Source: an optimization exercise on an open RTL-to-GDS flow (aim: small area). Production flows keep margins and buffers that such runs may drop.
Only simulation tests tie the RTL to the original design; equivalence was not proved.
Power figures rest on the tool's default switching activity, not on a simulated workload. The clock port is modelled as an ideal driver; clocking choices that lean on that would not hold on a real chip.

==> flow/flow/run.sh <==
#!/bin/bash
set -euo pipefail
export BUFFER_PORTS_ARGS="-buffer_cell sky130_fd_sc_hd__buf_1"
export CTS_ARGS="-sink_clustering_enable -repair_clock_nets -dont_use_dummy_load -sink_clustering_size 30 -sink_clustering_max_diameter 100 -buf_list {sky130_fd_sc_hd__clkbuf_8 sky130_fd_sc_hd__clkbuf_16}"
bash standard.sh > make_finish.log 2>&1
==> flow/standard.sh <==
#!/bin/bash
# synth_recipe.tcl (not shown) runs the flow's synth.tcl, then flattens the netlist and writes it again
# the make line also repeats each setting of config.mk as NAME=value (left out here)
make -C /OpenROAD-flow-scripts/flow DESIGN_CONFIG=/design/flow/config.mk WORK_HOME=/design/flow/orfs CLKGATE_MAP_FILE= SYNTH_SCRIPT=/design/flow/synth_recipe.tcl "${@:-finish}"
==> flow/config.mk <==
export PLATFORM = sky130hd
export DESIGN_NAME = udp_rx_top
export DESIGN_NICKNAME = udp_rx_top
export VERILOG_FILES = /design/flow/design.v
export SDC_FILE = /design/flow/constraint.sdc
export NUM_CORES = 4
export LEC_CHECK = 0
export CAP_MARGIN = 0
export CORE_MARGIN = 2
export CORE_UTILIZATION = 55
export CTS_BUF_LIST = sky130_fd_sc_hd__clkbuf_8 sky130_fd_sc_hd__clkbuf_16
export CTS_CLUSTER_DIAMETER = 150
export CTS_CLUSTER_SIZE = 25
export SLEW_MARGIN = 0
export SYNTH_MEMORY_MAX_BITS = 8192
==> flow/constraint.sdc <==
create_clock -name core_clock -period 12.0 [get_ports {rx_axis_aclk}]
set_input_delay 2.4000 -clock core_clock [delete_from_list [all_inputs] [get_ports {rx_axis_aclk}]]
set_output_delay 2.4000 -clock core_clock [all_outputs]
set_load 0.01 [all_outputs]
==> flow/design.v <==
package udp_rx_pkg;
    localparam int ENTRY_W = 64 + 2;
endpackage
`timescale 1ns/1ps
module udp_csum_lane (
    input  logic        rx_axis_aclk,
    input  logic        rx_axis_aresetn,
    input  logic        hdr_take,    
    input  logic        pay_take,    
    input  logic        pkt_last,    
    input  logic [63:0] tdata,
    input  logic [7:0]  byte_en,
    input  logic [31:0] src_ip,
    input  logic [31:0] dst_ip,
    output logic        sum_ok       
);
    logic [15:0] acc;
    logic [15:0] w [4];
    logic [15:0] w2;
    logic [15:0] x;
    logic [15:0] y;
    logic [15:0] s1, c1, s2, c2, s3, c3, s4, c4, s5, c5;
    logic [16:0] sum;
    function automatic logic [31:0] csa(input logic [15:0] a, input logic [15:0] b,
                                        input logic [15:0] c);
        logic [15:0] m;
        m   = (a & b) | (a & c) | (b & c);
        csa = {m[14:0], m[15], a ^ b ^ c};
    endfunction
    for (genvar i = 0; i < 4; i++) begin : g_word
        assign w[i] = {tdata[16*i +: 8] & {8{byte_en[2*i]}},
                       tdata[16*i+8 +: 8] & {8{byte_en[2*i+1]}}};
    end
    assign w2 = hdr_take ? {w[2][14:0], w[2][15]} : w[2];
    always_comb begin
        x = 16'h0000;
        y = 16'h0000;
        if (hdr_take) begin
            x = src_ip[31:16];
            y = src_ip[15:0];
        end else if (pkt_last) begin
            x = dst_ip[31:16];
            y = dst_ip[15:0];
        end
    end
    assign {c1, s1} = csa(acc, w[0], w[1]);
    assign {c2, s2} = csa(w2, w[3], x);
    assign {c3, s3} = csa(s1, c1, s2);
    assign {c4, s4} = csa(c2, y, s3);
    assign {c5, s5} = csa(c3, s4, c4);
    assign sum_ok = (s5 == ~c5) || ((s5 == 16'hffff) && (c5 == 16'hffff));
    assign sum = {1'b0, s5} + {1'b0, c5};
    always_ff @(posedge rx_axis_aclk) begin
        if (!rx_axis_aresetn || pkt_last) begin
            acc <= 16'd17;
        end else if (hdr_take || pay_take) begin
            acc <= sum[15:0] + {15'd0, sum[16]};
        end
    end
endmodule
`timescale 1ns/1ps
module udp_rx_header_parser (
    input  logic        rx_axis_aclk,
    input  logic        rx_axis_aresetn,
    input  logic [63:0] tdata,
    input  logic        tvalid,
    input  logic        tlast,
    output logic        hdr_take,
    output logic        pay_take,
    output logic        pkt_last,
    output logic        wr_en,       
    output logic        wr_last,     
    output logic        wr_part,     
    output logic [2:0]  tail,        
    output logic        len_done     
);
    logic        in_pay;
    logic [5:0]  rem;
    logic [15:0] len;
    logic [15:0] len_m1;
    logic        len_ok;
    assign hdr_take = tvalid && !in_pay && !tlast;
    assign pay_take = tvalid && in_pay;
    assign pkt_last = pay_take && tlast;
    assign len    = {tdata[39:32], tdata[47:40]};
    assign len_m1 = len - 16'd1;
    assign len_ok = (len >= 16'd8) &&
                    (len <= 16'd8 + 16'd8 * 16'd32);
    assign wr_en    = pay_take && (rem != 6'd0);
    assign wr_last  = (rem == 6'd1);
    assign wr_part  = wr_last && (tail != 3'd0);
    assign len_done = (rem <= 6'd1);
    always_ff @(posedge rx_axis_aclk) begin
        if (!rx_axis_aresetn) begin
            in_pay <= 1'b0;
        end else if (hdr_take) begin
            in_pay <= 1'b1;
        end else if (pkt_last) begin
            in_pay <= 1'b0;
        end
    end
    always_ff @(posedge rx_axis_aclk) begin
        if (hdr_take) begin
            rem  <= len_ok ? len_m1[8:3] : 6'h3f;
            tail <= len[2:0];
        end else if (pay_take) begin
            if (rem != 6'd0) begin
                rem <= rem - 6'd1;
            end
        end
    end
endmodule
`timescale 1ns/1ps
module udp_csum_verdict (
    input  logic sum_ok,
    input  logic tuser,
    input  logic len_done,
    output logic good
);
    assign good = sum_ok && !tuser && len_done;
endmodule
`timescale 1ns/1ps
module udp_rx_forwarder (
    input  logic        rx_axis_aclk,
    input  logic        rx_axis_aresetn,
    input  logic        wr_en,
    input  logic        wr_last,
    input  logic        wr_part,
    input  logic [2:0]  tail,
    input  logic [63:0] wr_data,
    input  logic        pkt_last,
    input  logic        pkt_good,
    output logic [63:0] out_tdata,
    output logic [7:0]  out_tkeep,
    output logic        out_tvalid,
    output logic        out_tlast
);
    localparam int DEPTH = 31;
    localparam int AW    = $clog2(DEPTH);
    logic [udp_rx_pkg::ENTRY_W-1:0] mem [DEPTH];
    logic [udp_rx_pkg::ENTRY_W-1:0] wr_entry;
    logic [udp_rx_pkg::ENTRY_W-1:0] rd_entry;
    logic [AW:0]                    wr;
    logic [AW:0]                    wr_inc;
    logic [AW:0]                    wr_next;
    logic [AW:0]                    cm;
    logic [AW:0]                    rd;
    logic [AW:0]                    rd_inc;
    logic                           rd_part;
    function automatic logic [AW:0] ptr_inc(input logic [AW:0] p);
        if (p[AW-1:0] == AW'(DEPTH - 1)) begin
            ptr_inc = {~p[AW], {AW{1'b0}}};
        end else begin
            ptr_inc = p + 1'b1;
        end
    endfunction
    assign wr_entry = {wr_last, wr_part,
                       wr_data[63:59], wr_part ? tail : wr_data[58:56], wr_data[55:0]};
    always_ff @(posedge rx_axis_aclk) begin
        if (wr_en) begin
            mem[wr[AW-1:0]] <= wr_entry;
        end
    end
    assign wr_inc  = ptr_inc(wr);
    assign rd_inc  = ptr_inc(rd);
    assign wr_next = wr_en ? wr_inc : wr;
    always_ff @(posedge rx_axis_aclk) begin
        if (!rx_axis_aresetn) begin
            wr <= '0;
            cm <= '0;
            rd <= '0;
        end else begin
            if (pkt_last && !pkt_good) begin
                wr <= cm;
            end else begin
                wr <= wr_next;
            end
            if (pkt_last && pkt_good) begin
                cm <= wr_next;
            end
            if (out_tvalid) begin
                rd <= rd_inc;
            end
        end
    end
    assign out_tvalid = (rd != cm) || (pkt_last && pkt_good && (cm != wr));
    always_comb begin
        rd_entry = '0;
        for (int i = 0; i < DEPTH; i++) begin
            rd_entry = rd_entry | (mem[i] & {udp_rx_pkg::ENTRY_W{rd[AW-1:0] == i[AW-1:0]}});
        end
    end
    assign out_tlast  = rd_entry[udp_rx_pkg::ENTRY_W-1];
    assign rd_part    = rd_entry[udp_rx_pkg::ENTRY_W-2];
    assign out_tdata  = rd_entry[63:0];
    assign out_tkeep  = rd_part ? ((8'h01 << rd_entry[58:56]) - 8'h01) : 8'hff;
endmodule
`timescale 1ns/1ps
module udp_rx_top (
    input  logic                      rx_axis_aclk,
    input  logic                      rx_axis_aresetn,
    input  logic [64-1:0] ip_rx_axis_tdata,
    input  logic [8-1:0] ip_rx_axis_tkeep,
    input  logic                      ip_rx_axis_tvalid,
    input  logic                      ip_rx_axis_tlast,
    input  logic                      ip_rx_axis_tuser,
    input  logic [31:0]               recv_dst_ip_addr,
    input  logic [31:0]               recv_src_ip_addr,
    output logic [64-1:0] udp_rx_axis_tdata,
    output logic [8-1:0] udp_rx_axis_tkeep,
    output logic                      udp_rx_axis_tvalid,
    output logic                      udp_rx_axis_tlast
);
    logic        hdr_take;
    logic        pay_take;
    logic        pkt_last;
    logic        wr_en;
    logic        wr_last;
    logic        wr_part;
    logic [2:0]  tail;
    logic        len_done;
    logic        sum_ok;
    logic        pkt_good;
    logic [7:0]  byte_en;
    assign byte_en = ip_rx_axis_tlast ? ip_rx_axis_tkeep : 8'hff;
    udp_rx_header_parser i_parser (
        .rx_axis_aclk    (rx_axis_aclk),
        .rx_axis_aresetn (rx_axis_aresetn),
        .tdata           (ip_rx_axis_tdata),
        .tvalid          (ip_rx_axis_tvalid),
        .tlast           (ip_rx_axis_tlast),
        .hdr_take        (hdr_take),
        .pay_take        (pay_take),
        .pkt_last        (pkt_last),
        .wr_en           (wr_en),
        .wr_last         (wr_last),
        .wr_part         (wr_part),
        .tail            (tail),
        .len_done        (len_done)
    );
    udp_csum_lane i_csum (
        .rx_axis_aclk    (rx_axis_aclk),
        .rx_axis_aresetn (rx_axis_aresetn),
        .hdr_take        (hdr_take),
        .pay_take        (pay_take),
        .pkt_last        (pkt_last),
        .tdata           (ip_rx_axis_tdata),
        .byte_en         (byte_en),
        .src_ip          (recv_src_ip_addr),
        .dst_ip          (recv_dst_ip_addr),
        .sum_ok          (sum_ok)
    );
    udp_csum_verdict i_verdict (
        .sum_ok   (sum_ok),
        .tuser    (ip_rx_axis_tuser),
        .len_done (len_done),
        .good     (pkt_good)
    );
    udp_rx_forwarder i_forwarder (
        .rx_axis_aclk    (rx_axis_aclk),
        .rx_axis_aresetn (rx_axis_aresetn),
        .wr_en           (wr_en),
        .wr_last         (wr_last),
        .wr_part         (wr_part),
        .tail            (tail),
        .wr_data         (ip_rx_axis_tdata),
        .pkt_last        (pkt_last),
        .pkt_good        (pkt_good),
        .out_tdata       (udp_rx_axis_tdata),
        .out_tkeep       (udp_rx_axis_tkeep),
        .out_tvalid      (udp_rx_axis_tvalid),
        .out_tlast       (udp_rx_axis_tlast)
    );
endmodule
==> impl_metrics.csv, run 1 <==
group,metric,value,unit
outcome,status,"no timing/DRC/antenna violations",
worst_setup_path,cp_top_family,"adder cells",
worst_hold_path,holdCritPathClass,"flop to flop",
drt,avgRoutedWirePerCell,43.15,µm
drt,detail-route-antenna-nets,0,
worst_setup_path,cp.arrival,8740,ps
timing,maxSlewHeadroom,7.493,%
placed_design,gp_congestion,0.9401,
yosys,ys_top_cells_by_area,"edfxtp_1 (78%), a22oi_1 (5.3%), a22o_1 (2.3%)",
drt,drt_iter0_markers,8891,
yosys,synth_flop_cell,"edfxtp_1",
timing,tightestPinTransition,1388,ps
yosys,yosysWarnings,4,
clock_tree,h-tree-depth,3,
floorplanning,die-area,146300,µm²
timing,setup_viol,0,
worst_setup_path,slowest_delay,610,ps
worst_setup_path,cp_cell_sequence,"buf_1 > nor2_1 > nand2_1 > buf_4 > inv_2 > buf_4 > nand2_1 > nand2_1 > nand2_1 > fa_1 > fa_1 > fa_1 > inv_1 > fa_1 > ha_1 > nand2_2 > nor4_1 > nand4_1 > a211oi_4 > a21oi_1 > inv_1 > buf_1",
timing,fin_crit_sh,92.83,%
clock_tree,cts_resized,0,
global_route,antenna_found_initial,24,
clock_tree,numCtsBuffers,81,
power,power_density,164.4,nW/µm²
power,leakagePower,26.13,nW
drt,drt-vias-per-instance,7.294,
yosys,synthArstFlopShare,0,%
clock_tree,clk_pin_slew,90,ps
global_route,grt_pass1_vias,44530,
yosys,synth_area,78810,µm²
global_route,grt_pass1_wl,377300,µm
power,finalPower,13.98,mW
finish,layout.nets,4868,
timing,setup-tns-final,0,ps
worst_setup_path,critPathKind,"input pin to output port",
floorplanning,die_w,382.5,µm
clock_tree,cts_root_buf,"clkbuf_16",
timing,clock_skew,94.68,ps
yosys,synth_fp_nets,4629,
worst_setup_path,rrSetupSlack,4680,ps
finish,final_common_cell,"edfxtp_1",
global_route,grt-ovfl-total,0,
clock_tree,cts_sinks,2090,
global_route,track_usage,38.23,%
flow_run,maxCapViolCount,0,
floorplanning,boundaryPins,215,
clock_tree,hold_buffers,0,
yosys,netlist_instances,4378,
timing,max_freq,89.77,MHz
floorplanning,core-area,141900,µm²
finish,n_fill_cell,10580,
floorplanning,die_h,382.5,µm
global_route,grt_max_degree,67,
finish,seqCellArea,62410,µm²
floorplanning,fp-row-count,138,
drt,via_count,47570,
worst_setup_path,start_kind,"input pin",
finish,drive_gt1_share,7.497,%
worst_setup_path,path_max_fanout,41,
finish,area_delta_synth_final,7.915,%
drt,drtPass1Iterations,8,
timing,slew_viol_final,0,
yosys,synth_top_cell_by_area,"edfxtp_1",
timing,fin_crit,11140,ps
yosys,synth.lib_cells_used.distinct,66,
placed_design,portBuffers,214,
worst_setup_path,required,9600,ps
finish,mostFrequentLayoutCells,"edfxtp_1 (2,055), a22oi_1 (553), buf_1 (214)",
drt,drt_wl_total,281400,µm
yosys,avgSynthCellArea,18.00,µm²
finish,multi_input_area,15570,µm²
yosys,ys_ff_latch,2090,
clock_tree,cts_setup_buffers,0,
timing,rsz0062_at_grt,"false",
power,vdd_drop_max,0.2809,mV
yosys,synth_top_area_share,78.30,%
yosys,synth_edf_count,2055,
yosys,ys_seq_area_share,79.19,%
worst_setup_path,cp-end-kind,"output port",
timing,hold_violations,0,
clock_tree,cts_tree,"done",
worst_setup_path,cp_num_buf_inv,7,
floorplanning,initial_core_util,55.52,%
clock_tree,clock_latency,750,ps
worst_setup_path,cp_slowest_cell,"inv_2",
clock_tree,cts_buffer_depth,3,
placed_design,hpwlAfterDp,146100,µm
drt,remaining_drc_errors,0,
## path summary, 6_finish.rpt
kind / endpoint / cells after the start / startpoint
max: udp_rx_axis_tvalid / 22 / ip_rx_axis_tlast
min: i_csum.acc[0]$_SDFFE_PP1P_ / 2 / i_csum.acc[0]$_SDFFE_PP1P_
max reg2reg: i_csum.acc[14]$_SDFFE_PP0P_ / 26 / i_parser.in_pay$_SDFFE_PN0P_
min reg2reg: i_csum.acc[0]$_SDFFE_PP1P_ / 2 / i_csum.acc[0]$_SDFFE_PP1P_
## routing by layer
layer	vias up	share of wire [%]	GRT usage, %
met2	3486	46	59.79
met3	532	13	8.679
met1	24970	37	53.48
li1	18560	-	-
met5	-	0.054	0
met4	22	4.2	13.14
## power breakdown
group / internal (mW) / total, mW / leakage, nW / switching [mW]
Sequential: 8.03 / 8.08 / 18.8 / 0.0460
Combinational: 0.992 / 2.56 / 6.35 / 1.57
Clock: 1.22 / 3.34 / 0.998 / 2.11
## cell usage after synthesis (4+ instances only)
cell         n
a211oi_1     7
a21boi_0     5
a21o_1      11
a21oi_1     31
a221oi_1   200
a222oi_1    64
a22o_1     203
a22oi_1    553
a31oi_1      8
and2_1      38
and3_1      11
buf_1       45
clkbuf_1   198
dfxtp_1     35
edfxtp_1  2055
fa_1        81
ha_1        29
inv_1       99
mux2i_1     18
nand2_1    109
nand2b_1    12
nand3_1     47
nand3b_1     6
nand4_1    184
nor2_1     100
nor2b_1     13
nor3_1      10
nor3b_1      6
nor4_1       9
nor4b_1      7
o211ai_1     4
o21ai_0     21
or2_2        4
or3_1       60
or4_1        8
xnor2_1     25
xor2_1      23
## through the flow
step	worst slack (ps)	utilization, %	instance area [µm²]	hold slack [ps]	std cells
after floorplan	2124	-	78810	457.4	4378
after global placement	1004	58.46	82980	546.4	6424
after detailed placement	924.1	58.46	82980	556.1	6424
after CTS	928.6	59.89	85000	560.4	6505
after global routing	372.0	59.89	85010	593.5	6506
final	859.9	59.92	85040	556.2	6521
## state kept, by name, indices dropped and copies added, names as in the netlist
register and cells:
i_parser.rem 6, i_csum.acc 16, i_parser.tail 3, i_parser.in_pay 1
i_forwarder.mem 2046, i_forwarder.cm 6, i_forwarder.rd 6, i_forwarder.wr 6
## area by class of cell
class                      count  area share [%]
tap                         1890           2.781
antenna                       16         0.04708
clock buffer                  81           2.383
sequential                  2090           73.39
timing repair buffer         401           2.654
multi-input combinational   1942           18.30
inverter                     101          0.4458
## cell families (layout without fill, tap and decap cells)
group | count (synthesis) | after routing | share of synthesized area (%)
multiplexers | 19 | 19 | 0.2429
XOR/XNOR | 48 | 48 | 0.5335
adder cells (fa/ha/maj) | 110 | 110 | 2.518
AO/OA/AOI/OAI | 1131 | 1131 | 11.50
buffers and inverters | 346 | 583 | 1.651
flip-flops | 2090 | 2090 | 79.19
AND/OR/NAND/NOR | 634 | 634 | 4.363
other | 0 | 16 | 0
## worst reg2reg max path, stage by stage (launching register included)
cell,delay (ps)
dfxtp_1,360
nor2_1,110
nand2_1,70
buf_4,230
inv_2,610
buf_4,340
nand2_1,70
nand2_1,80
nand2_1,70
fa_1,470
fa_1,530
fa_1,560
inv_1,50
fa_1,420
ha_1,390
or3_1,450
and3_1,210
a221oi_1,560
o21ai_0,180
a21o_1,230
ha_1,220
ha_1,250
nand4_1,220
nor2_1,80
nor4b_1,160
xnor2_1,150
a21oi_1,80
==> run 2, diff against run 1 <==
==> flow/flow/run.sh (replaced) <==
#!/bin/bash
set -euo pipefail
export BUFFER_PORTS_ARGS="-buffer_cell sky130_fd_sc_hd__buf_1"
export CTS_ARGS="-sink_clustering_enable -repair_clock_nets -dont_use_dummy_load -sink_clustering_size 28 -sink_clustering_max_diameter 120 -buf_list {sky130_fd_sc_hd__clkbuf_8 sky130_fd_sc_hd__clkbuf_16}"
bash standard.sh > make_finish.log 2>&1
--- a/flow/config.mk
+++ b/flow/config.mk
@@ -7,7 +7,7 @@
 export LEC_CHECK = 0
 export CAP_MARGIN = 0
 export CORE_MARGIN = 2
-export CORE_UTILIZATION = 55
+export CORE_UTILIZATION = 50
 export CTS_BUF_LIST = sky130_fd_sc_hd__clkbuf_8 sky130_fd_sc_hd__clkbuf_16
 export CTS_CLUSTER_DIAMETER = 150
 export CTS_CLUSTER_SIZE = 25
==> run 2 against run 1 <==
Maximum frequency up 2.8%. Routed wire length about the same. Worst hold slack worse by 20 ps. Register-to-register slack better by 370 ps. Still clean. Clock skew down 9.3 ps. Critical endpoint unchanged.
==> impl_metrics.csv, run 2 <==
group,metric,value,unit
clock_tree,cts_buffer_depth,3,
drt,drt_wl_total,281600,µm
yosys,ys_seq_area_share,79.19,%
global_route,antenna_found_initial,17,
finish,area_delta_synth_final,8.232,%
yosys,synth_flop_cell,"edfxtp_1",
worst_setup_path,required,9600,ps
drt,avgRoutedWirePerCell,42.12,µm
worst_setup_path,critPathKind,"input pin to output port",
timing,setup_slack,1167,ps
yosys,synth_edf_count,2055,
timing,setup_viol,0,
placed_design,portBuffers,214,
yosys,ys_ff_latch,2090,
yosys,yosysWarnings,4,
clock_tree,cts_root_buf,"clkbuf_16",
clock_tree,cts_sinks,2090,
drt,detail-route-antenna-nets,0,
timing,fin_crit,10830,ps
clock_tree,clk_pin_slew,90,ps
timing,tightestPinTransition,1326,ps
yosys,synthArstFlopShare,0,%
yosys,ys_top_cells_by_area,"edfxtp_1 (78%), a22oi_1 (5.3%), a22o_1 (2.3%)",
yosys,synthAdderAreaFrac,2.518,%
global_route,grt_max_degree,67,
finish,drive_gt1_share,7.621,%
timing,hold_violations,0,
finish,largest_reg_flops,2046,
clock_tree,hold_buffers,0,
yosys,synth_top_family_by_area,"compound AO/OA/AOI/OAI gates",
timing,setup-tns-final,0,ps
drt,drt-vias-per-instance,7.151,
floorplanning,die_h,401.0,µm
clock_tree,h-tree-depth,3,
yosys,synth.lib_cells_used.distinct,66,
placed_design,place_ws,1246,ps
floorplanning,die-area,160800,µm²
finish,final_common_cell,"edfxtp_1",
yosys,avgSynthCellArea,18.00,µm²
floorplanning,die_w,401.0,µm
yosys,synth_compound_area_share,11.50,%
yosys,synth_area,78810,µm²
worst_setup_path,cp.arrival,8430,ps
placed_design,gp_congestion,0.8943,
timing,clock_skew,85.43,ps
drt,via_count,47800,
drt,drtPass1Iterations,6,
drt,remaining_drc_errors,0,
timing,slew_viol_final,0,
yosys,synthTopCellsByCount,"edfxtp_1 (2,055), a22oi_1 (553), a22o_1 (203)",
clock_tree,cts_setup_buffers,0,
clock_tree,clock_latency,760,ps
timing,rsz0062_at_grt,"false",
yosys,synth_xor_area_share,0.5335,%
yosys,synthMuxAreaShare,0.2429,%
yosys,synth_fp_nets,4629,
clock_tree,cts_tree,"done",
placed_design,hpwlAfterDp,144700,µm
clock_tree,numCtsBuffers,84,
global_route,track_usage,34.45,%
floorplanning,initial_core_util,50.39,%
yosys,synth_top_area_share,78.30,%
global_route,grt_pass1_vias,44760,
yosys,yosysMostFrequentCell,"edfxtp_1",
flow_run,maxCapViolCount,0,
floorplanning,core-area,156400,µm²
yosys,netlist_instances,4378,
yosys,yosys.area_share.simple,4.363,%
power,vdd_drop_max,0.1884,mV
global_route,grt-ovfl-total,0,
worst_setup_path,path_max_fanout,42,
outcome,status,"no timing/DRC/antenna violations",
drt,drt_iter0_markers,8386,
timing,maxSlewHeadroom,11.35,%
floorplanning,boundaryPins,215,
yosys,synth_top_cell_by_area,"edfxtp_1",
floorplanning,fp-row-count,145,
clock_tree,cts_resized,0,
power,leakagePower,26.18,nW
power,power_density,164.1,nW/µm²
worst_setup_path,cp-end-kind,"output port",
global_route,grt_pass1_wl,379200,µm
finish,mostFrequentLayoutCells,"edfxtp_1 (2,055), a22oi_1 (553), buf_1 (212)",
timing,fin_crit_sh,90.28,%
placed_design,post_dp_cell_area,83170,µm²
finish,final_area,85290,µm²
timing,max_freq,92.31,MHz
finish,layout.nets,4872,
worst_setup_path,start_kind,"input pin",
worst_hold_path,holdCritPathClass,"flop to flop",
==> run 2: metal layers <==
metal | track usage (%) | share of wire [%]
met5 | 0 | 0.043
met1 | 48.37 | 37
met4 | 10.20 | 3.4
met2 | 54.42 | 47
met3 | 7.545 | 13
==> run 2: report_power, final <==
group | switching (mW) | internal, mW
Clock | 2.12 | 1.27
Combinational | 1.55 | 0.989
Sequential | 0.0417 | 8.03
==> run 2: path summary, 6_finish.rpt <==
path                                     start                           to  slack [ps]  cells after the start
hold / removal      i_csum.acc[2]$_SDFFE_PP0P_   i_csum.acc[2]$_SDFFE_PP0P_         540                      2
hold reg to reg     i_csum.acc[2]$_SDFFE_PP0P_   i_csum.acc[2]$_SDFFE_PP0P_         540                      2
setup / recovery              ip_rx_axis_tlast           udp_rx_axis_tvalid        1170                     20
setup reg to reg  i_parser.in_pay$_SDFFE_PN0P_  i_csum.acc[14]$_SDFFE_PP0P_        5050                     23
==> run 2: critical path, cell delays in order <==
cell      delay (ps)
buf_1             70
buf_4            180
nor2_1            90
nand2_1           80
inv_2            570
nand2_1          120
a21o_1           210
fa_1             500
fa_1             550
fa_1             550
inv_1             50
fa_1             500
ha_1             430
nand3_1          170
nor4_1           310
nand4_1          230
a211oi_4         590
a21oi_1          370
inv_1            150
buf_1            280
==> run 2: logic make-up (layout without fill, tap and decap cells) <==
family,Yosys count,count (layout)
flops,2090,2090
compound gates,1131,1131
simple gates,634,634
buf+inv,346,587
fa+ha+maj,110,110
xor+xnor,48,48
mux,19,19
other cells,0,8
==> run 2: final cells by class <==
cell class                      count  area [µm²]
Fill cell                       12300       71090
Multi-Input combinational cell   1942       15570
Timing Repair Buffer              402        2242
Tap cell                         2058        2575
Inverter                          101       379.1
Sequential cell                  2090       62410
Clock buffer                       84        2102
Antenna cell                        8       20.02
==> run 2: per-stage QoR <==
stage | utilization, % | std cells | hold slack (ps) | power [mW]
after CTS | 54.53 | 6677 | 549.4 | 13.98
after floorplan | - | 4378 | 457.4 | 10.04
after global routing | 54.53 | 6677 | 564.4 | 14.48
after detailed placement | 53.18 | 6593 | 533.3 | 10.76
final | 54.54 | 6685 | 536.2 | 14.00
after global placement | 53.18 | 6593 | 526.4 | 10.75
==> run 3, diff against run 2 <==
==> flow/flow/run.sh (replaced) <==
#!/bin/bash
set -euo pipefail
export BUFFER_PORTS_ARGS="-buffer_cell sky130_fd_sc_hd__buf_1"
export CTS_ARGS="-sink_clustering_enable -repair_clock_nets -dont_use_dummy_load -sink_clustering_size 28 -sink_clustering_max_diameter 120 -buf_list {sky130_fd_sc_hd__clkbuf_8 sky130_fd_sc_hd__clkbuf_16}"
bash standard.sh > standard_finish.log 2>&1
==> run 3 against run 2 <==
Still clean. Total power is the same. Sequential share of layout area unchanged. Maximum frequency did not move. Sequential power about the same. Die area stayed put. Count of clock-buffer cells in the layout stayed put. Via count unchanged. Critical path depth is the same. Clock power hardly changed. Non-clock buffer count unchanged. Global-route usage stayed put. Setup slack stayed put. Critical endpoint unchanged.
==> impl_metrics.csv, run 3 <==
group,metric,value,unit
outcome,status,"no timing/DRC/antenna violations",
drt,via_count,47800,
yosys,synth_top_cell_by_area,"edfxtp_1",
yosys,avgSynthCellArea,18.00,µm²
floorplanning,die-area,160800,µm²
global_route,grt-ovfl-total,0,
power,seqPwrFrac,57.7,%
global_route,grt_max_degree,67,
worst_setup_path,path_max_fanout,42,
timing,fin_crit_sh,90.28,%
power,p_comb_share,18.1,%
global_route,grt_pass1_vias,44760,
clock_tree,clk_pin_slew,90,ps
worst_setup_path,cp.arrival,8430,ps
finish,final_common_cell,"edfxtp_1",
yosys,synth_area,78810,µm²
worst_setup_path,critPathKind,"input pin to output port",
floorplanning,boundaryPins,215,
worst_setup_path,required,9600,ps
yosys,synthTopCellsByCount,"edfxtp_1 (2,055), a22oi_1 (553), a22o_1 (203)",
worst_setup_path,cp-end-kind,"output port",
floorplanning,fp-row-count,145,
drt,detail-route-antenna-nets,0,
finish,n_fill_cell,12300,
floorplanning,core-area,156400,µm²
yosys,ys_top_cells_by_area,"edfxtp_1 (78%), a22oi_1 (5.3%), a22o_1 (2.3%)",
yosys,synth_top_area_share,78.30,%
floorplanning,die_w,401.0,µm
power,clockPowerShare,24.2,%
yosys,synth_fp_nets,4629,
yosys,yosysWarnings,4,
timing,rsz0062_at_grt,"false",
placed_design,post_dp_cell_area,83170,µm²
finish,mostFrequentLayoutCells,"edfxtp_1 (2,055), a22oi_1 (553), buf_1 (212)",
timing,tightestPinTransition,1326,ps
finish,final_cells,6685,
worst_setup_path,worstRegToRegCells,23,
yosys,synthArstFlopShare,0,%
power,vdd_drop_max,0.1884,mV
yosys,synth.lib_cells_used.distinct,66,
timing,hold_violations,0,
clock_tree,cts_setup_buffers,0,
drt,drt_wl_total,281600,µm
floorplanning,initial_core_util,50.39,%
drt,remaining_drc_errors,0,
finish,area_delta_synth_final,8.232,%
yosys,synth_flop_cell,"edfxtp_1",
finish,layout.nets,4872,
clock_tree,cts_buffer_depth,3,
timing,maxSlewHeadroom,11.35,%
placed_design,hpwlAfterDp,144700,µm
clock_tree,h-tree-depth,3,
global_route,antenna_found_initial,17,
global_route,track_usage,34.45,%
finish,drive_gt1_share,7.621,%
worst_setup_path,rrSetupSlack,5050,ps
flow_run,maxCapViolCount,0,
timing,max_freq,92.31,MHz
yosys,yosysMostFrequentCell,"edfxtp_1",
placed_design,gp_congestion,0.8943,
timing,setup-tns-final,0,ps
yosys,ys_seq_area_share,79.19,%
power,switchingPower,3.710,mW
drt,drt-vias-per-instance,7.151,
drt,drt_iter0_markers,8386,
yosys,netlist_instances,4378,
floorplanning,die_h,401.0,µm
clock_tree,clock_latency,760,ps
yosys,ys_ff_latch,2090,
drt,avgRoutedWirePerCell,42.12,µm
power,power_density,164.1,nW/µm²
power,p_int,10.29,mW
yosys,synth_edf_count,2055,
placed_design,dp_cells,6593,
timing,slew_viol_final,0,
worst_setup_path,start_kind,"input pin",
clock_tree,cts_root_buf,"clkbuf_16",
finish,utilization,54.54,%
timing,clock_skew,85.43,ps
clock_tree,hold_buffers,0,
clock_tree,numCtsBuffers,84,
finish,final_area,85290,µm²
placed_design,portBuffers,214,
clock_tree,cts_sinks,2090,
clock_tree,cts_tree,"done",
timing,setup_viol,0,
clock_tree,cts_resized,0,
global_route,grt_pass1_wl,379200,µm
worst_hold_path,min_path_cells,2,
worst_hold_path,holdCritPathClass,"flop to flop",
power,p_sw_share,26.50,%
power,leakagePower,26.18,nW
drt,drtPass1Iterations,6,
timing,fin_crit,10830,ps
finish,largest_reg_flops,2046,
[run 3: final timing paths]
path	startpoint	end
hold / removal	i_csum.acc[2]$_SDFFE_PP0P_	i_csum.acc[2]$_SDFFE_PP0P_
hold reg to reg	i_csum.acc[2]$_SDFFE_PP0P_	i_csum.acc[2]$_SDFFE_PP0P_
setup / recovery	ip_rx_axis_tlast	udp_rx_axis_tvalid
setup reg to reg	i_parser.in_pay$_SDFFE_PN0P_	i_csum.acc[14]$_SDFFE_PP0P_
[run 3: per-layer routing]
layer,global-route usage (%),wire (µm),vias to the layer above
met5,0,120,-
met4,10.20,9442,16
met2,54.42,131400,3582
li1,-,-,18570
met1,48.37,104000,25170
met3,7.545,36660,459
[run 3: kinds of logic (layout without fill, tap and decap cells)]
kind of cell,count (synthesis),count (layout),synth area share [%]
adders and majority gates,110,110,2.518
buffers and inverters,346,587,1.651
DFF,2090,2090,79.19
and+or+nand+nor,634,634,4.363
muxes,19,19,0.2429
AOI/OAI and AO/OA,1131,1131,11.50
xor gates and xnor gates,48,48,0.5335
other,0,8,0
[run 3: cell type report]
type / instances / area (µm²) / share of cell area [%]
Antenna cell: 8 / 20.02 / 0.02347
Clock buffer: 84 / 2102 / 2.464
Inverter: 101 / 379.1 / 0.4445
Multi-Input combinational cell: 1942 / 15570 / 18.25
Sequential cell: 2090 / 62410 / 73.17
Tap cell: 2058 / 2575 / 3.019
Timing Repair Buffer: 402 / 2242 / 2.629
[run 3: power groups by stage]
stage / logic [mW] / registers, mW / clock network (mW)
floorplan: 1.81 / 8.22 / 0
finish: 2.54 / 8.08 / 3.38
global route: 2.82 / 8.08 / 3.58
detailed placement: 2.52 / 8.25 / 0
CTS: 2.53 / 8.08 / 3.37
global placement: 2.50 / 8.24 / 0
[run 3: critical path, stage by stage]
cell      delay (ps)
buf_1             70
buf_4            180
nor2_1            90
nand2_1           80
inv_2            570
nand2_1          120
a21o_1           210
fa_1             500
fa_1             550
fa_1             550
inv_1             50
fa_1             500
ha_1             430
nand3_1          170
nor4_1           310
nand4_1          230
a211oi_4         590
a21oi_1          370
inv_1            150
buf_1            280
[run 3: metrics by stage]
stage          total power, mW  hold WS, ps  worst slack, ps
3_5_place_dp             10.76        533.3             1246
5_1_grt                  14.48        564.4            753.7
3_3_place_gp             10.75        526.4             1279
4_1_cts                  13.98        549.4             1218
2_1_floorplan            10.04        457.4             2124
6_report                 14.00        536.2             1167
==> run 4, diff against run 3 <==
==> flow/flow/run.sh (replaced) <==
#!/bin/bash
set -euo pipefail
here=$(pwd)
cat > "$here/area_synth.tcl" <<TCL
proc abc {args} {
  set i [lsearch -exact \$args -script]
  if { \$i >= 0 } {
    set args [lreplace \$args [expr {\$i + 1}] [expr {\$i + 1}] $here/flow/abc_area_nf.script]
  }
  yosys abc {*}\$args
}
source $here/synth_recipe.tcl
TCL
sed "s|SYNTH_SCRIPT=[^ ]*|SYNTH_SCRIPT=$here/area_synth.tcl|" standard.sh > area_standard.sh
grep -q "SYNTH_SCRIPT=$here/area_synth.tcl" area_standard.sh
export BUFFER_PORTS_ARGS="-buffer_cell sky130_fd_sc_hd__buf_1"
export CTS_ARGS="-sink_clustering_enable -repair_clock_nets -dont_use_dummy_load -sink_clustering_size 28 -sink_clustering_max_diameter 120 -buf_list {sky130_fd_sc_hd__clkbuf_8 sky130_fd_sc_hd__clkbuf_16}"
bash area_standard.sh > standard_finish.log 2>&1
==> flow/flow/abc_area_nf.script (new file) <==
strash
&get -n
&st
&dch
&nf -R 1000 -p
&st
&dch
&nf -R 1000 -p
&put
topo
stime -c
==> run 4 against run 3 <==
Still clean on timing, DRC and antenna. Cell count down 2.1%. First-iteration DRC count rose by 19%. Register-to-register slack worse by 1100 ps. Non-clock buffer count down 10. Sequential power is essentially flat. Total power grew 9.5%. Clock skew decreased by 27 ps. Via count fell by 1.0%. Critical path type unchanged. Critical endpoint unchanged. Largest cell class unchanged. Highest routed layer unchanged.
==> impl_metrics.csv, run 4 <==
group,metric,value,unit
power,vdd_drop_max,0.2398,mV
timing,fin_crit,11290,ps
yosys,ys_seq_area_share,81.15,%
placed_design,gp_congestion,0.9333,
timing,rsz0062_at_grt,"false",
finish,mostFrequentLayoutCells,"edfxtp_1 (2,055), a22oi_1 (364), a222oi_1 (327)",
yosys,netlist_instances,4030,
finish,area_delta_synth_final,9.430,%
finish,utilization,55.27,%
worst_hold_path,worstHoldStart,"i_csum.acc[0]$_SDFFE_PP1P_",
flow_run,maxCapViolCount,0,
clock_tree,h-tree-depth,3,
finish,final_common_cell,"edfxtp_1",
worst_hold_path,min_to,"i_csum.acc[0]$_SDFFE_PP1P_",
yosys,yosysMostFrequentCell,"edfxtp_1",
clock_tree,cts_setup_buffers,0,
finish,layout.nets,4760,
yosys,avgSynthCellArea,19.08,µm²
timing,clock_skew,58.61,ps
power,p_sw_share,30.95,%
yosys,synth_top_area_share,80.24,%
yosys,synth_edf_count,2055,
clock_tree,numCtsBuffers,85,
worst_setup_path,worstRegToRegCells,30,
timing,maxSlewHeadroom,3.741,%
floorplanning,initial_core_util,50.51,%
drt,drt_wl_total,277200,µm
yosys,synth_area,76910,µm²
worst_setup_path,start_kind,"input pin",
timing,setup-tns-final,0,ps
timing,slew_viol_final,0,
worst_setup_path,critPathKind,"input pin to output port",
worst_setup_path,required,9600,ps
timing,setup_viol,0,
yosys,yosysWarnings,4,
drt,drt-vias-per-instance,7.231,
drt,drtPass1Iterations,8,
drt,remaining_drc_errors,0,
yosys,synth_top_cell_by_area,"edfxtp_1",
floorplanning,die_h,396.2,µm
clock_tree,cts_resized,0,
worst_setup_path,r2r_end,"i_csum.acc[15]$_SDFFE_PP0P_",
floorplanning,core-area,152300,µm²
clock_tree,cts_buffer_depth,3,
worst_setup_path,path_max_fanout,40,
clock_tree,cts_root_buf,"clkbuf_16",
drt,drt_iter0_markers,10020,
outcome,status,"no timing/DRC/antenna violations",
yosys,ys_ff_latch,2090,
worst_setup_path,rrSetupSlack,3950,ps
power,seqPwrFrac,52.8,%
yosys,ys_top_cells_by_area,"edfxtp_1 (80%), a222oi_1 (4.3%), a22oi_1 (3.6%)",
power,switchingPower,4.745,mW
timing,tightestPinTransition,1440,ps
global_route,track_usage,34.90,%
floorplanning,die-area,157000,µm²
finish,largest_reg_flops,2046,
placed_design,portBuffers,214,
power,p_comb_share,25.1,%
global_route,grt_pass1_vias,44270,
drt,avgRoutedWirePerCell,42.38,µm
timing,hold_violations,0,
worst_hold_path,holdCritPathClass,"flop to flop",
placed_design,hpwlAfterDp,145300,µm
timing,max_freq,88.59,MHz
yosys,synthArstFlopShare,0,%
yosys,synthTopCellsByCount,"edfxtp_1 (2,055), a22oi_1 (364), a222oi_1 (327)",
power,clockPowerShare,22.2,%
power,power_density,182.2,nW/µm²
floorplanning,die_w,396.2,µm
worst_setup_path,cp.arrival,8890,ps
timing,fin_crit_sh,94.07,%
clock_tree,hold_buffers,0,
drt,detail-route-antenna-nets,0,
clock_tree,cts_sinks,2090,
drt,via_count,47310,
power,p_int,10.59,mW
yosys,synth_flop_cell,"edfxtp_1",
floorplanning,boundaryPins,215,
floorplanning,fp-row-count,143,
yosys,synth_fp_nets,4281,
timing,holdWs,480.9,ps
clock_tree,clock_latency,750,ps
worst_hold_path,min_path_cells,2,
worst_setup_path,cp-end-kind,"output port",
global_route,grt_max_degree,44,
clock_tree,cts_tree,"done",
yosys,synth.lib_cells_used.distinct,46,
global_route,grt_pass1_wl,373300,µm
clock_tree,clk_pin_slew,110,ps
global_route,grt-ovfl-total,0,
worst_setup_path,reg2reg_from,"i_parser.in_pay$_SDFFE_PN0P_",
global_route,antenna_found_initial,20,
power,leakagePower,25.54,nW
finish,drive_gt1_share,7.300,%
run 4: cell count changes after synthesis, sizes merged, moves of 78 or more:
cell | before | now
inv | 100 | 0
a22oi | 553 | 364
clkbuf | 198 | 0
nand2 | 110 | 188
a22o | 203 | 59
a221oi | 200 | 50
a222oi | 64 | 327
clkinv | 1 | 96
run 4: per-stage QoR:
stage	worst slack [ps]	area (µm²)	total power [mW]	cells
after floorplan	1276	76910	10.55	4030
after global placement	923.5	82020	12.04	6452
after detailed placement	808.0	82020	12.03	6452
after CTS	800.9	84140	15.28	6537
after global routing	406.2	84140	15.83	6537
final	711.5	84160	15.33	6542
run 4: area by class of cell:
class | instances | area [µm²]
fillers | 11670 | 68110
flip-flops and latches | 2090 | 62410
multi-input cells | 1844 | 14570
well taps | 2030 | 2540
repair buffers | 392 | 2140
clock buffers | 85 | 2127
inverters | 96 | 362.8
diodes | 5 | 12.51
run 4: cell families (layout without fill, tap and decap cells):
logic type,after synthesis,after routing,share of synthesized area (%)
adder cells (fa/ha/maj),110,110,2.580
multiplexers,3,3,0.04230
flip-flops,2090,2090,81.15
XOR/XNOR,42,42,0.4783
buffers and inverters,96,573,0.4686
AND/OR/NAND/NOR,694,694,4.583
AO/OA/AOI/OAI,995,995,10.70
other,0,5,0
run 4: critical path: stages:
cell      delay (ps)
buf_1            230
nand2b_1         250
or2_0            240
inv_2            590
buf_4            270
a22oi_1          110
fa_1             560
fa_1             530
fa_1             560
clkinv_1          80
fa_1             500
ha_1             380
nand4_1          140
nor4_1           250
a21oi_1          120
nor3_1           180
and2_0           650
a211o_1          610
buf_1            210
run 4: layer usage:
layer / part of all wire (%) / up-vias / track usage, %
met5: 0.069 / - / 0.2463
met4: 3.0 / 22 / 10.08
met3: 15 / 416 / 9.268
met2: 44 / 3821 / 51.38
met1: 38 / 24810 / 51.47
li1: - / 18240 / -
run 4: worst max-delay path by stage:
stage,to,startpoint,slack (ps),cells after the start
after floorplan,udp_rx_axis_tvalid,ip_rx_axis_tlast,1280,17
after detailed placement,udp_rx_axis_tvalid,ip_rx_axis_tlast,810,19
final,udp_rx_axis_tvalid,ip_rx_axis_tlast,710,19
after CTS,udp_rx_axis_tvalid,ip_rx_axis_tlast,800,19
after global placement,udp_rx_axis_tvalid,ip_rx_axis_tlast,920,19
after global routing,udp_rx_axis_tvalid,ip_rx_axis_tlast,410,19
run 4: power by group through the flow:
stage,Clock [mW],Sequential [mW],Combinational [mW]
floorplan,0,8.24,2.31
global placement,0,8.25,3.79
detailed placement,0,8.25,3.78
CTS,3.38,8.09,3.81
global route,3.60,8.10,4.13
finish,3.40,8.09,3.84
==> run 5, diff against run 4 <==
--- a/flow/flow/run.sh
+++ b/flow/flow/run.sh
@@ -14,5 +14,5 @@
 sed "s|SYNTH_SCRIPT=[^ ]*|SYNTH_SCRIPT=$here/area_synth.tcl|" standard.sh > area_standard.sh
 grep -q "SYNTH_SCRIPT=$here/area_synth.tcl" area_standard.sh
 export BUFFER_PORTS_ARGS="-buffer_cell sky130_fd_sc_hd__buf_1"
-export CTS_ARGS="-sink_clustering_enable -repair_clock_nets -dont_use_dummy_load -sink_clustering_size 28 -sink_clustering_max_diameter 120 -buf_list {sky130_fd_sc_hd__clkbuf_8 sky130_fd_sc_hd__clkbuf_16}"
+export CTS_ARGS="-sink_clustering_enable -repair_clock_nets -dont_use_dummy_load -sink_clustering_size 30 -sink_clustering_max_diameter 100 -buf_list {sky130_fd_sc_hd__clkbuf_8 sky130_fd_sc_hd__clkbuf_16}"
 bash area_standard.sh > standard_finish.log 2>&1
==> flow/flow/abc_area_nf.script (replaced) <==
strash
dch
map -a
strash
&get -n
&st
&dch
&nf -R 1000 -p
&st
&dch
&nf -R 1000 -p
&put
topo
stime -c
==> run 5 against run 4 <==
Die area about the same. Total power down 3.7%. Still clean. Worst hold slack better by 29 ps. Register-to-register slack worse by 160 ps. Sequential cell count unchanged. Non-clock buffer count up 18. Routed wire length up 1.4%. Sequential share of layout area about the same. Design area about the same.
==> impl_metrics.csv, run 5 <==
group,metric,value,unit
floorplanning,die_h,396.1,µm
finish,final_cells,6584,
yosys,yosysMostFrequentCell,"edfxtp_1",
worst_setup_path,critPathKind,"input pin to output port",
timing,rsz0062_at_grt,"false",
timing,hold_violations,0,
flow_run,maxCapViolCount,0,
yosys,ys_top_cells_by_area,"edfxtp_1 (80%), a222oi_1 (4.3%), a22oi_1 (3.7%)",
clock_tree,cts_resized,0,
timing,fin_crit,11370,ps
timing,setup-tns-final,0,ps
yosys,synth.lib_cells_used.distinct,47,
finish,final_common_cell,"edfxtp_1",
yosys,ys_seq_area_share,81.20,%
placed_design,hpwlAfterDp,144100,µm
floorplanning,core-area,152300,µm²
yosys,netlist_instances,4044,
global_route,antenna_found_initial,39,
global_route,grt_max_degree,67,
worst_setup_path,slowest_delay,580,ps
finish,n_fill_cell,11730,
power,leakagePower,25.60,nW
timing,setup_viol,0,
drt,drt-vias-per-instance,7.272,
clock_tree,h-tree-depth,3,
timing,fin_crit_sh,94.72,%
yosys,synthArstFlopShare,0,%
clock_tree,cts_sinks,2090,
worst_hold_path,holdCritPathClass,"flop to flop",
floorplanning,boundaryPins,215,
placed_design,dp_cells,6484,
worst_setup_path,rrSetupSlack,3790,ps
finish,utilization,55.30,%
global_route,grt-ovfl-total,0,
timing,tightestPinTransition,1215,ps
yosys,synthTopCellsByCount,"edfxtp_1 (2,055), a22oi_1 (381), a222oi_1 (332)",
placed_design,place_ws,744.3,ps
placed_design,gp_congestion,0.9298,
outcome,status,"no timing/DRC/antenna violations",
yosys,synth_fp_nets,4295,
clock_tree,clock_latency,740,ps
clock_tree,clk_pin_slew,110,ps
yosys,synth_top_cell_by_area,"edfxtp_1",
drt,via_count,47880,
global_route,grt_pass1_vias,45160,
timing,clock_skew,80.64,ps
finish,mostFrequentLayoutCells,"edfxtp_1 (2,055), a22oi_1 (381), a222oi_1 (332)",
timing,max_freq,87.98,MHz
yosys,ys_ff_latch,2090,
worst_setup_path,cpMostUsedCell,"fa_1",
timing,slew_viol_final,0,
finish,area_delta_synth_final,9.559,%
power,power_density,175.3,nW/µm²
clock_tree,numCtsBuffers,80,
worst_setup_path,path_max_fanout,40,
floorplanning,initial_core_util,50.48,%
drt,avgRoutedWirePerCell,42.68,µm
yosys,synth_edf_count,2055,
clock_tree,cts_buffer_depth,3,
clock_tree,hold_buffers,0,
worst_setup_path,cp_cell_sequence,"buf_1 > clkinv_1 > nand2_1 > or2_0 > inv_2 > buf_4 > a22oi_1 > fa_1 > fa_1 > fa_1 > clkinv_1 > fa_1 > ha_1 > nand4_1 > or4_1 > a211oi_1 > and2_0 > buf_4 > a21oi_1 > clkinv_1 > buf_1",
global_route,track_usage,35.51,%
drt,drt_wl_total,281000,µm
global_route,grt_pass1_wl,379000,µm
power,vdd_drop_max,0.1619,mV
clock_tree,cts_tree,"done",
finish,drive_gt1_share,7.499,%
yosys,yosysWarnings,4,
clock_tree,cts_setup_buffers,0,
worst_setup_path,cp-end-kind,"output port",
worst_setup_path,cp.arrival,8970,ps
worst_setup_path,cp_slowest_cell,"inv_2",
drt,drt_iter0_markers,10540,
finish,largest_reg_flops,2046,
worst_setup_path,start_kind,"input pin",
drt,remaining_drc_errors,0,
finish,layout.nets,4787,
placed_design,portBuffers,214,
yosys,avgSynthCellArea,19.01,µm²
worst_setup_path,required,9600,ps
yosys,synth_area,76860,µm²
yosys,synth_top_area_share,80.29,%
drt,drtPass1Iterations,9,
drt,detail-route-antenna-nets,0,
clock_tree,cts_root_buf,"clkbuf_16",
floorplanning,die-area,156900,µm²
timing,maxSlewHeadroom,18.53,%
floorplanning,die_w,396.1,µm
timing,setup_slack,633.8,ps
floorplanning,fp-row-count,143,
yosys,synth_flop_cell,"edfxtp_1",
==> run 5: cell count changes after synthesis, sizes merged, moves of 7 or more <==
cell and delta:
and3 -25, nand3 -8, a22oi +17, a221o -17, a22o -7, nand2 +15
a221oi +7, nor3 +9, clkinv +8
==> run 5: worst max-delay path, delay by kind of cell <==
kind,cells,cell delay [ps]
buffers and inverters,8,1980
AO/OA/AOI/OAI,3,830
AND/OR/NAND/NOR,5,1200
adder cells (fa/ha/maj),5,2510
==> run 5: stage by stage <==
step | power (mW) | hold slack, ps | area (µm²)
floorplan | 10.29 | 441.1 | 76860
finish | 14.76 | 509.6 | 84210
global route | 15.28 | 527.7 | 84160
CTS | 14.73 | 509.8 | 84160
global placement | 11.59 | 474.6 | 82160
detailed placement | 11.57 | 476.4 | 82160
==> run 5: final cells by class <==
type / instances / area (µm²) / area share (%)
repair buffers: 410 / 2312 / 2.746
diodes: 20 / 50.05 / 0.05943
multi-input cells: 1850 / 14500 / 17.22
clock buffers: 80 / 2002 / 2.377
well taps: 2030 / 2540 / 3.016
inverters: 104 / 392.9 / 0.4666
flip-flops and latches: 2090 / 62410 / 74.11
==> run 5: final timing paths <==
path / from / end / depth (start not counted)
setup / recovery: ip_rx_axis_tlast / udp_rx_axis_tvalid / 21
hold / removal: i_forwarder.rd[5]$_SDFFE_PN0P_ / i_forwarder.rd[5]$_SDFFE_PN0P_ / 1
setup reg to reg: i_parser.in_pay$_SDFFE_PN0P_ / i_csum.acc[14]$_SDFFE_PP0P_ / 33
hold reg to reg: i_forwarder.rd[5]$_SDFFE_PN0P_ / i_forwarder.rd[5]$_SDFFE_PN0P_ / 1
==> run 5: power breakdown <==
part	leakage (nW)	switching (mW)	internal, mW	total, mW
clock	0.986	2.10	1.21	3.31
sequential	18.7	0.0368	8.04	8.08
combinational	5.89	2.26	1.12	3.38
==> run 5: cells by family (layout without fill, tap and decap cells) <==
kind of cell,after synthesis,after routing,share of synthesized area [%]
flip-flops,2090,2090,81.20
AO/OA/AOI/OAI,1003,1003,10.71
AND/OR/NAND/NOR,697,697,4.543
adder cells (fa/ha/maj),110,110,2.582
buffers and inverters,104,594,0.5079
XOR/XNOR,38,38,0.4330
multiplexers,2,2,0.02930
other,0,20,0
==> run 5: metal layers <==
layer	part of all wire, %	up-vias	track usage [%]
met4	3.6	32	11.00
met2	44	4072	52.54
met5	0.067	-	0
met3	16	525	9.559
met1	37	24930	51.72
li1	-	18320	-

re-timing with driven ports:
In the flow no input, the clock included, has a driving cell. The finished layouts below were timed again as built, in two steps. Step 1 assumes that a clkbuf_16 drives the clock port and a buf_2 every other input. Step 2 moves the port delays by t, midway between the first and last clock arrival at a register: inputs arrive t later, outputs are due t later. That takes back most of the time a late clock gives input paths. Slacks: ideal ports / drivers / drivers and shift; pairs: ideal ports / drivers.
run	t, ns	setup WS [ns]	worst setup path at the end	latest minus earliest clock arrival (ns)	worst slew at a driven data input, ns
run 1	0.795	0.860 / 0.839 / 0.839	input to output	0.096 / 0.096	0.12
run 2	0.805	1.167 / 1.143 / 1.143	input to output	0.092 / 0.093	0.13
run 3	0.805	1.167 / 1.143 / 1.143	input to output	0.092 / 0.093	0.13
run 4	0.814	0.711 / 0.636 / 0.636	input to output	0.079 / 0.079	0.14
run 5	0.786	0.634 / 0.546 / 0.546	input to output	0.080 / 0.081	0.20
After both steps setup and hold are still met in every run listed. For run 5, which loses most, drivers alone change the setup slack by -0.088 ns; drivers and shift together by -0.088 ns.
